What follows belongs to an exercise in optimizing a design on an open flow for small area, a short achievable clock period and few clock cycles per item; a production flow would make more cautious choices.
RTL that was checked went through simulation tests only; none was proved equivalent to the original.
Power figures rest on the tool's default switching activity, not on a simulated workload.

## window_min_mean_excess
module window_min_mean_excess
#(
    parameter int WINDOW = 100
)
(
    input  logic    clk,
    input  logic    rst_n,
    input  logic    in_valid,
    output logic    in_stall,
    input  wmme_pkg::sample_t sample,
    output logic    out_valid,
    input  logic    out_stall,
    output wmme_pkg::sample_t window_min,
    output wmme_pkg::sample_t mean_excess,
    output logic    no_estimate
);
    localparam int SUM_W = wmme_pkg::SAMPLE_W + $clog2(WINDOW);
    logic              head_valid;
    wmme_pkg::sample_t head;
    logic              pop;
    logic              hold;
    logic              res_valid;
    logic              res_take;
    wmme_pkg::sample_t res_min;
    logic [SUM_W-1:0]  res_sum;
    wmme_queue u_queue (
        .clk        (clk),
        .rst_n      (rst_n),
        .in_valid   (in_valid),
        .in_stall   (in_stall),
        .sample     (sample),
        .head_valid (head_valid),
        .head       (head),
        .pop        (pop)
    );
    wmme_engine #(
        .WINDOW (WINDOW)
    ) u_engine (
        .clk        (clk),
        .rst_n      (rst_n),
        .head_valid (head_valid),
  ...
Settings: LEC_CHECK=0, CAP_MARGIN=20, CORE_MARGIN=2, CORE_UTILIZATION=40, SLEW_MARGIN=20; clock period 10.0 ns.
run.sh (not shown) runs the stock make flow with config.mk's settings and CLKGATE_MAP_FILE= SYNTH_SCRIPT=/design/flow/synth_recipe.tcl, a recipe that flattens the netlist after the stock synthesis.
Testbench counts at the start, summed over its fixed seeds: cycles 3,240, items 3,200.
==> next run, changes <==
- ABC_CLOCK_PERIOD_IN_PS: unset -> 3000
- CORE_UTILIZATION: 40 -> 60
- SETUP_SLACK_MARGIN: unset -> 5
- TNS_END_PERCENT: unset -> 100
=> The changed run ran to the end with no violations. Routed wire length goes up by 15%. Area after synthesis stays the same. Final area goes up by 3.9%. Setup slack gains 0.94 ns. Fmax goes up by 16%. Sequential power hardly moves. Count of clock-buffer cells in the layout goes up by 19. Clock skew goes up by 0.020 ns. Via count goes up by 6.3%. Die area goes down by 33%. Utilization goes up by 26 points.
==> next run, changes <==
- CORE_UTILIZATION: 60 -> 40
After rerunning: Cell count goes up by roughly a tenth; clock-buffer cell count goes up by 14; design area goes up slightly; synthesized area does not change; hold slack gets better by 0.0051 ns; utilization goes down by 24 points; total power goes up slightly; routed wire length goes down slightly; sequential share of layout area goes down by 1.1 points.


Another version of the RTL of window_min_mean_excess (not shown whole).
Size in the first run: ~7900 cells after synthesis, about 4200 flip-flops, about 100 I/O pins, roughly 0.12 sq mm of cells after synthesis.
clock: 10.0 ns
lec_check: 0
abc_clock_period_in_ps: 3000
cap_margin: 20
core_margin: 2
core_utilization: 40
cts_cluster_diameter: 60
cts_cluster_size: 30
setup_slack_margin: 5
slew_margin: 20
tns_end_percent: 100
standard.sh (not shown) runs the stock make flow with config.mk's settings and CLKGATE_MAP_FILE= SYNTH_SCRIPT=/design/flow/synth_recipe.tcl, a recipe that flattens the netlist after the stock synthesis.
==> flow/flow/run.sh <==
#!/bin/bash
# The standard layout, with timing repair aiming past the 10 ns constraint
set -euo pipefail
bash standard.sh SETUP_SLACK_MARGIN=6.5 finish > standard_flow.log 2>&1
The baseline ran to the end with no violations.
Next try:
==> flow/flow/run.sh (replaced) <==
#!/bin/bash
# The standard layout, with timing repair aiming past the 10 ns constraint
set -euo pipefail
bash standard.sh SETUP_SLACK_MARGIN=6 finish > standard_flow.log 2>&1
Effect:
- The changed run produced a clean layout
- worst hold slack is better by 0.0067 ns
- global-route usage went down by 0.63 points
- worst setup slack gets worse by 0.10 ns
- critical path depth decreases by 8
- synthesized cell count does not change
- die area stays the same
- via count came out lower by about 4.4%
- cell count fell by 2.6%
- clock power decreases by 4.0%
- power falls by about 1.5%
No run of this note included a check of the RTL's function; only the layout flow was run.


Setup of rev 12:
window_min_mean_excess, a different RTL version from the one above (not shown whole).
For scale: about 7600 cells after synthesis, roughly 4000 flip-flops, roughly 100 I/O pins, ~110000 sq um of cells after synthesis.
export LEC_CHECK = 0
export ABC_CLOCK_PERIOD_IN_PS = 3000
export CAP_MARGIN = 20
export CORE_MARGIN = 2
export CORE_UTILIZATION = 40
export CTS_CLUSTER_DIAMETER = 60
export CTS_CLUSTER_SIZE = 30
export SETUP_SLACK_MARGIN = 5
export SLEW_MARGIN = 20
export TNS_END_PERCENT = 100
create_clock -name core_clock -period 10.0 [get_ports {clk}]
==> flow/flow/run.sh <==
#!/bin/bash
# The standard layout, with timing repair aiming past the 10 ns constraint
set -euo pipefail
bash standard.sh SETUP_SLACK_MARGIN=6.5 finish > standard_flow.log 2>&1
Rev 12: no failed stages, no open violations at the end
Testbench counts of rev 12, summed over its fixed seeds: cycles 3,248, items 3,200.
Input changes introduced in rev 13 (baseline for comparison: rev 12):
==> flow/run.sh (new file) <==
#!/bin/bash
# synth_recipe.tcl (not shown) runs the flow's synth.tcl, then flattens the netlist and writes it again
# the make line also repeats each setting of config.mk as NAME=value (left out here)
make -C /OpenROAD-flow-scripts/flow DESIGN_CONFIG=/design/flow/config.mk WORK_HOME=/design/flow/orfs CLKGATE_MAP_FILE= SYNTH_SCRIPT=/design/flow/synth_recipe.tcl finish
removed: flow/flow/run.sh
removed: flow/standard.sh
- There was hardly any difference in number of cells in the design after placement between rev 13 and rev 12.
- Rev 13 ends up with a portion of the clock cycle consumed by the worst path in the final layout that is 6.5 points higher than in rev 12.
- Rev 13 vs. rev 12: multi-input combinational area share saw a decrease; post-cts sizing count saw a decrease; fraction of standard cell area that is sequential increased by 4.3 points relative to the old numbers.
- When rev 13 is set beside rev 12, its clock skew turns out to be 3.6 ps larger.
- Of rev 13 and rev 12, the run reporting the higher area of combinational cells with multiple inputs was rev 12.
- Clock power delta for rev 13 relative to rev 12: about 2% higher


The RTL this note starts from:
==> flow/design.v <==
`timescale 1ns / 1ps
package wmme_pkg;
    localparam int SAMPLE_W = 32;
    localparam logic [SAMPLE_W-1:0] NO_EST_MEAN = {SAMPLE_W{1'b1}};
    typedef logic [SAMPLE_W-1:0] sample_t;
    typedef struct packed {
        logic    valid;
        sample_t sample;
    } wmme_req_t;
endpackage
`timescale 1ns / 1ps
module wmme_queue
(
    input  logic                clk,
    input  logic                rst_n,
    input  logic                in_valid,
    output logic                in_stall,
    input  wmme_pkg::sample_t   sample,
    output logic                head_valid,
    output wmme_pkg::sample_t   head,
    input  logic                pop
);
    logic              hv_reg;
    logic              bv_reg;
    wmme_pkg::sample_t h_reg;
    wmme_pkg::sample_t b_reg;
    logic              push;
    assign in_stall   = bv_reg;
    assign push       = in_valid && !bv_reg;
    assign head_valid = hv_reg;
    assign head       = h_reg;
    always_ff @(posedge clk)
    begin
        if (!hv_reg || pop)
        begin
            h_reg <= bv_reg ? b_reg : sample;
        end
        if (push && hv_reg && !pop)
        begin
            b_reg <= sample;
        end
    end
    always_ff @(posedge clk or negedge rst_n)
    begin
        if (!rst_n)
        begin
            hv_reg <= 1'b0;
            bv_reg <= 1'b0;
        end
        else
        begin
            if (!hv_reg || pop)
            begin
                hv_reg <= bv_reg || push;
                bv_reg <= 1'b0;
            end
            else if (push)
            begin
                bv_reg <= 1'b1;
            end
        end
    end
endmodule
`timescale 1ns / 1ps
module wmme_div
#(
    parameter int SUM_W = 39
)
(
    input  logic                clk,
    input  logic                rst_n,
    input  logic                in_valid,
    input  wmme_pkg::sample_t   in_min,
    input  logic [SUM_W-1:0]    in_sum,
    output logic                take,
    output logic                hold,
    output logic                out_valid,
    input  logic                out_stall,
    output wmme_pkg::sample_t   window_min,
    output wmme_pkg::sample_t   mean_excess,
    output logic                no_estimate
);
    localparam int W   = wmme_pkg::SAMPLE_W;
    localparam int T_W = SUM_W - 2;
    localparam int Y_W = 52;
    logic              v1_reg, vo_reg;
    wmme_pkg::sample_t m1_reg, mo_reg;
    logic              z1_reg, zo_reg;
    logic [Y_W-1:0]    y1_reg;
    wmme_pkg::sample_t mean_reg;
    logic [Y_W-1:0]    t0;
    logic [Y_W-1:0]    y0;
    logic [Y_W-1:0]    z1;
    assign hold = vo_reg && out_stall;
    assign take = in_valid && !hold;
    assign t0 = Y_W'(in_sum[SUM_W-1:2]);
    assign y0 = (t0 << 15) + (t0 << 13) + (t0 << 10) - (t0 << 5) - (t0 << 3) - t0;
    assign z1 = y1_reg + (y1_reg >> 20) + (y1_reg >> 40) + Y_W'(3) - (Y_W'(m1_reg) << 20);
    assign out_valid   = vo_reg;
    assign window_min  = mo_reg;
    assign mean_excess = mean_reg;
    assign no_estimate = zo_reg;
    always_ff @(posedge clk)
    begin
        if (!hold)
        begin
            m1_reg   <= in_min;
            z1_reg   <= (in_min == '0);
            y1_reg   <= y0;
            mo_reg   <= m1_reg;
            zo_reg   <= z1_reg;
            mean_reg <= z1_reg ? wmme_pkg::NO_EST_MEAN : z1[Y_W-1:20];
        end
    end
    always_ff @(posedge clk or negedge rst_n)
    begin
        if (!rst_n)
        begin
            v1_reg <= 1'b0;
            vo_reg <= 1'b0;
        end
        else if (!hold)
        begin
            v1_reg <= in_valid;
            vo_reg <= v1_reg;
        end
    end
endmodule
`timescale 1ns / 1ps
module wmme_engine
#(
    parameter int WINDOW = 100,
    parameter int DQ_N   = 10
)
(
    input  logic                      clk,
    input  logic                      rst_n,
    input  logic                      head_valid,
    input  wmme_pkg::sample_t         head,
    output logic                      pop,
    input  logic                      hold,
    output logic                      res_valid,
    input  logic                      res_take,
    output wmme_pkg::sample_t         res_min,
    output logic [wmme_pkg::SAMPLE_W+6:0] res_sum
);
    localparam int W     = wmme_pkg::SAMPLE_W;
    localparam int IDX_W = $clog2(WINDOW);
    localparam int SUM_W = W + IDX_W;
    localparam logic [IDX_W-1:0] LAST = IDX_W'(WINDOW - 1);
    logic [WINDOW*W-1:0] ring_reg;
    wmme_pkg::sample_t   oldest;
    logic [IDX_W-1:0]    align_reg;
    logic [IDX_W-1:0]    seq_reg;
    logic                full_reg;
    logic [DQ_N-1:0]     dv_reg;
    wmme_pkg::sample_t   dval_reg [DQ_N];
    logic [IDX_W-1:0]    dseq_reg [DQ_N];
    logic                trunc_reg;
    logic                rb_reg;
    logic [IDX_W-1:0]    rb_cnt_reg;
    logic [SUM_W-1:0]    sum_reg;
    logic                rv_reg;
    logic                aligned;
    logic                scan;
    logic                step;
    wmme_pkg::sample_t   xin;
    logic                expire;
    logic [DQ_N-1:0]     keep;
    logic [DQ_N-1:0]     kept;
    logic [DQ_N-1:0]     slot;
    logic                evicted;
    logic                room;
    logic                app;
    logic                trunc_nxt;
    logic                empty_nxt;
    logic                trigger;
    assign oldest  = ring_reg[WINDOW*W-1 -: W];
    assign aligned = (align_reg == '0);
    assign pop     = aligned && head_valid && !rb_reg && (!rv_reg || !hold);
    assign scan    = aligned && rb_reg;
    assign step    = pop || scan;
    assign xin     = rb_reg ? oldest : head;
    assign res_valid = rv_reg;
    assign res_min   = full_reg ? dval_reg[0] : '0;
    assign res_sum   = sum_reg;
    assign expire = !rb_reg && dv_reg[0] && (dseq_reg[0] == seq_reg);
    always_comb
    begin
        for (int i = 0; i < DQ_N; i++)
        begin
            keep[i] = dv_reg[i] && (dval_reg[i] < xin);
        end
        for (int i = 0; i < DQ_N; i++)
        begin
            if (expire)
                kept[i] = (i + 1 < DQ_N) ? keep[(i + 1) % DQ_N] : 1'b0;
            else
                kept[i] = keep[i];
        end
        for (int i = 0; i < DQ_N; i++)
        begin
            slot[i] = !kept[i] && ((i == 0) ? 1'b1 : kept[(i + DQ_N - 1) % DQ_N]);
        end
    end
    assign evicted   = |(dv_reg & ~keep);
    assign room      = !keep[DQ_N-1] || expire;
    assign app       = trunc_reg ? evicted : room;
    assign trunc_nxt = trunc_reg ? !evicted : !room;
    assign empty_nxt = !kept[0] && !app;
    assign trigger   = pop && trunc_nxt && empty_nxt;
    always_ff @(posedge clk)
    begin
        ring_reg <= {ring_reg[(WINDOW-1)*W-1:0], (pop ? head : oldest)};
        if (step)
        begin
            for (int i = 0; i < DQ_N; i++)
            begin
                if (slot[i])
                begin
                    dval_reg[i] <= xin;
                    dseq_reg[i] <= seq_reg;
                end
                else if (expire && (i + 1 < DQ_N))
                begin
                    dval_reg[i] <= dval_reg[(i + 1) % DQ_N];
                    dseq_reg[i] <= dseq_reg[(i + 1) % DQ_N];
                end
            end
        end
    end
    always_ff @(posedge clk or negedge rst_n)
    begin
        if (!rst_n)
        begin
            align_reg  <= '0;
            seq_reg    <= '0;
            full_reg   <= 1'b0;
            dv_reg     <= '0;
            trunc_reg  <= 1'b0;
            rb_reg     <= 1'b0;
            rb_cnt_reg <= '0;
            sum_reg    <= '0;
            rv_reg     <= 1'b0;
        end
        else
        begin
            if (!aligned)
                align_reg <= align_reg - IDX_W'(1);
            else if (!step)
                align_reg <= LAST;
            if (step)
            begin
                seq_reg <= (seq_reg == LAST) ? '0 : seq_reg + IDX_W'(1);
            end
            if (pop)
            begin
                if (seq_reg == LAST)
                    full_reg <= 1'b1;
                sum_reg <= sum_reg + SUM_W'(head) - SUM_W'(full_reg ? oldest : '0);
            end
            if (step)
            begin
                if (trigger)
                begin
                    dv_reg    <= '0;
                    trunc_reg <= 1'b0;
                end
                else
                begin
                    dv_reg    <= kept | (app ? slot : '0);
                    trunc_reg <= trunc_nxt;
                end
            end
            if (trigger)
            begin
                rb_reg     <= 1'b1;
                rb_cnt_reg <= '0;
            end
            else if (scan)
            begin
                rb_cnt_reg <= rb_cnt_reg + IDX_W'(1);
                if (rb_cnt_reg == LAST)
                    rb_reg <= 1'b0;
            end
            if (pop && !trigger)
                rv_reg <= 1'b1;
            else if (scan && (rb_cnt_reg == LAST))
                rv_reg <= 1'b1;
            else if (res_take)
                rv_reg <= 1'b0;
        end
    end
endmodule
`timescale 1ns / 1ps
module window_min_mean_excess
#(
    parameter int WINDOW = 100
)
(
    input  logic    clk,
    input  logic    rst_n,
    input  logic    in_valid,
    output logic    in_stall,
    input  wmme_pkg::sample_t sample,
    output logic    out_valid,
    input  logic    out_stall,
    output wmme_pkg::sample_t window_min,
    output wmme_pkg::sample_t mean_excess,
    output logic    no_estimate
);
    localparam int SUM_W = wmme_pkg::SAMPLE_W + $clog2(WINDOW);
    logic              head_valid;
    wmme_pkg::sample_t head;
    logic              pop;
    logic              hold;
    logic              res_valid;
    logic              res_take;
    wmme_pkg::sample_t res_min;
    logic [SUM_W-1:0]  res_sum;
    wmme_queue u_queue (
        .clk        (clk),
        .rst_n      (rst_n),
        .in_valid   (in_valid),
        .in_stall   (in_stall),
        .sample     (sample),
        .head_valid (head_valid),
        .head       (head),
        .pop        (pop)
    );
    wmme_engine #(
        .WINDOW (WINDOW)
    ) u_engine (
        .clk        (clk),
        .rst_n      (rst_n),
        .head_valid (head_valid),
        .head       (head),
        .pop        (pop),
        .hold       (hold),
        .res_valid  (res_valid),
        .res_take   (res_take),
        .res_min    (res_min),
        .res_sum    (res_sum)
    );
    wmme_div #(
        .SUM_W (SUM_W)
    ) u_div (
        .clk         (clk),
        .rst_n       (rst_n),
        .in_valid    (res_valid),
        .in_min      (res_min),
        .in_sum      (res_sum),
        .take        (res_take),
        .hold        (hold),
        .out_valid   (out_valid),
        .out_stall   (out_stall),
        .window_min  (window_min),
        .mean_excess (mean_excess),
        .no_estimate (no_estimate)
    );
endmodule
Settings: LEC_CHECK=0, ABC_CLOCK_PERIOD_IN_PS=3000, CAP_MARGIN=20, CORE_MARGIN=2, CORE_UTILIZATION=40, CTS_CLUSTER_DIAMETER=60, CTS_CLUSTER_SIZE=30, SETUP_SLACK_MARGIN=5, SLEW_MARGIN=20, TNS_END_PERCENT=100; clock period 10.0 ns.
run.sh (not shown) runs the stock make flow with config.mk's settings and CLKGATE_MAP_FILE= SYNTH_SCRIPT=/design/flow/synth_recipe.tcl, a recipe that flattens the netlist after the stock synthesis.
Stock flow here: none of the scripts above is used.
The first run produced a clean layout.
Then changed:
--- a/flow/config.mk
+++ b/flow/config.mk
@@ -11,4 +11,2 @@
 export CORE_UTILIZATION = 40
-export CTS_CLUSTER_DIAMETER = 60
-export CTS_CLUSTER_SIZE = 30
 export SETUP_SLACK_MARGIN = 5
Result: The new run went through all stages and came out clean. Hold slack is worse by 6.7 ps. Clock-buffer cell count went up by 296. Fmax shrinks by 1.6%.
No functional check of the RTL was part of any run of this note.

[port drivers added, routing unchanged]
No port has a modelled driver above. Below, the same layouts with a new extraction and two added sets of constraints.
Step 1 assumes that a clkbuf_16 drives the clock port and a buf_2 every other input.
Step 2 moves the port delays by t, midway between the first and last clock arrival at a register: inputs arrive t later, outputs are due t later. That takes back most of the time a late clock gives input paths.
Three values: no drivers, after step 1, after step 2; two values: the first two.
| run | shift t [ns] | setup WS [ns] | hold slack, ns |
|---|---|---|---|
| the first run of note 1 | 0.941 | 3.181 / 3.181 / 3.181 | 0.278 / 0.278 / 0.278 |
| the second run of note 1 | 0.987 | 4.124 / 4.124 / 3.827 | 0.271 / 0.271 / 0.271 |
| the third run of note 1 | 0.979 | 4.465 / 4.465 / 3.777 | 0.276 / 0.276 / 0.276 |
| the first run of note 2 | 0.951 | 6.220 / 6.220 / 5.472 | 0.251 / 0.251 / 0.251 |
| the second run of note 2 | 0.965 | 6.115 / 6.060 / 5.118 | 0.258 / 0.258 / 0.258 |
| rev 12 | 0.961 | 5.916 / 5.916 / 5.171 | 0.294 / 0.294 / 0.294 |
| rev 13 | 0.962 | 5.269 / 5.269 / 4.603 | 0.280 / 0.280 / 0.280 |
| the first run of note 4 | 0.955 | 4.933 / 4.933 / 4.597 | 0.260 / 0.260 / 0.260 |
| the second run of note 4 | 0.935 | 4.849 / 4.849 / 4.542 | 0.253 / 0.253 / 0.253 |
After both steps every run listed still meets setup and hold. The setup slack of the second run of note 2, which loses most, moves by -0.055 ns with the drivers and by -0.997 ns with both steps.
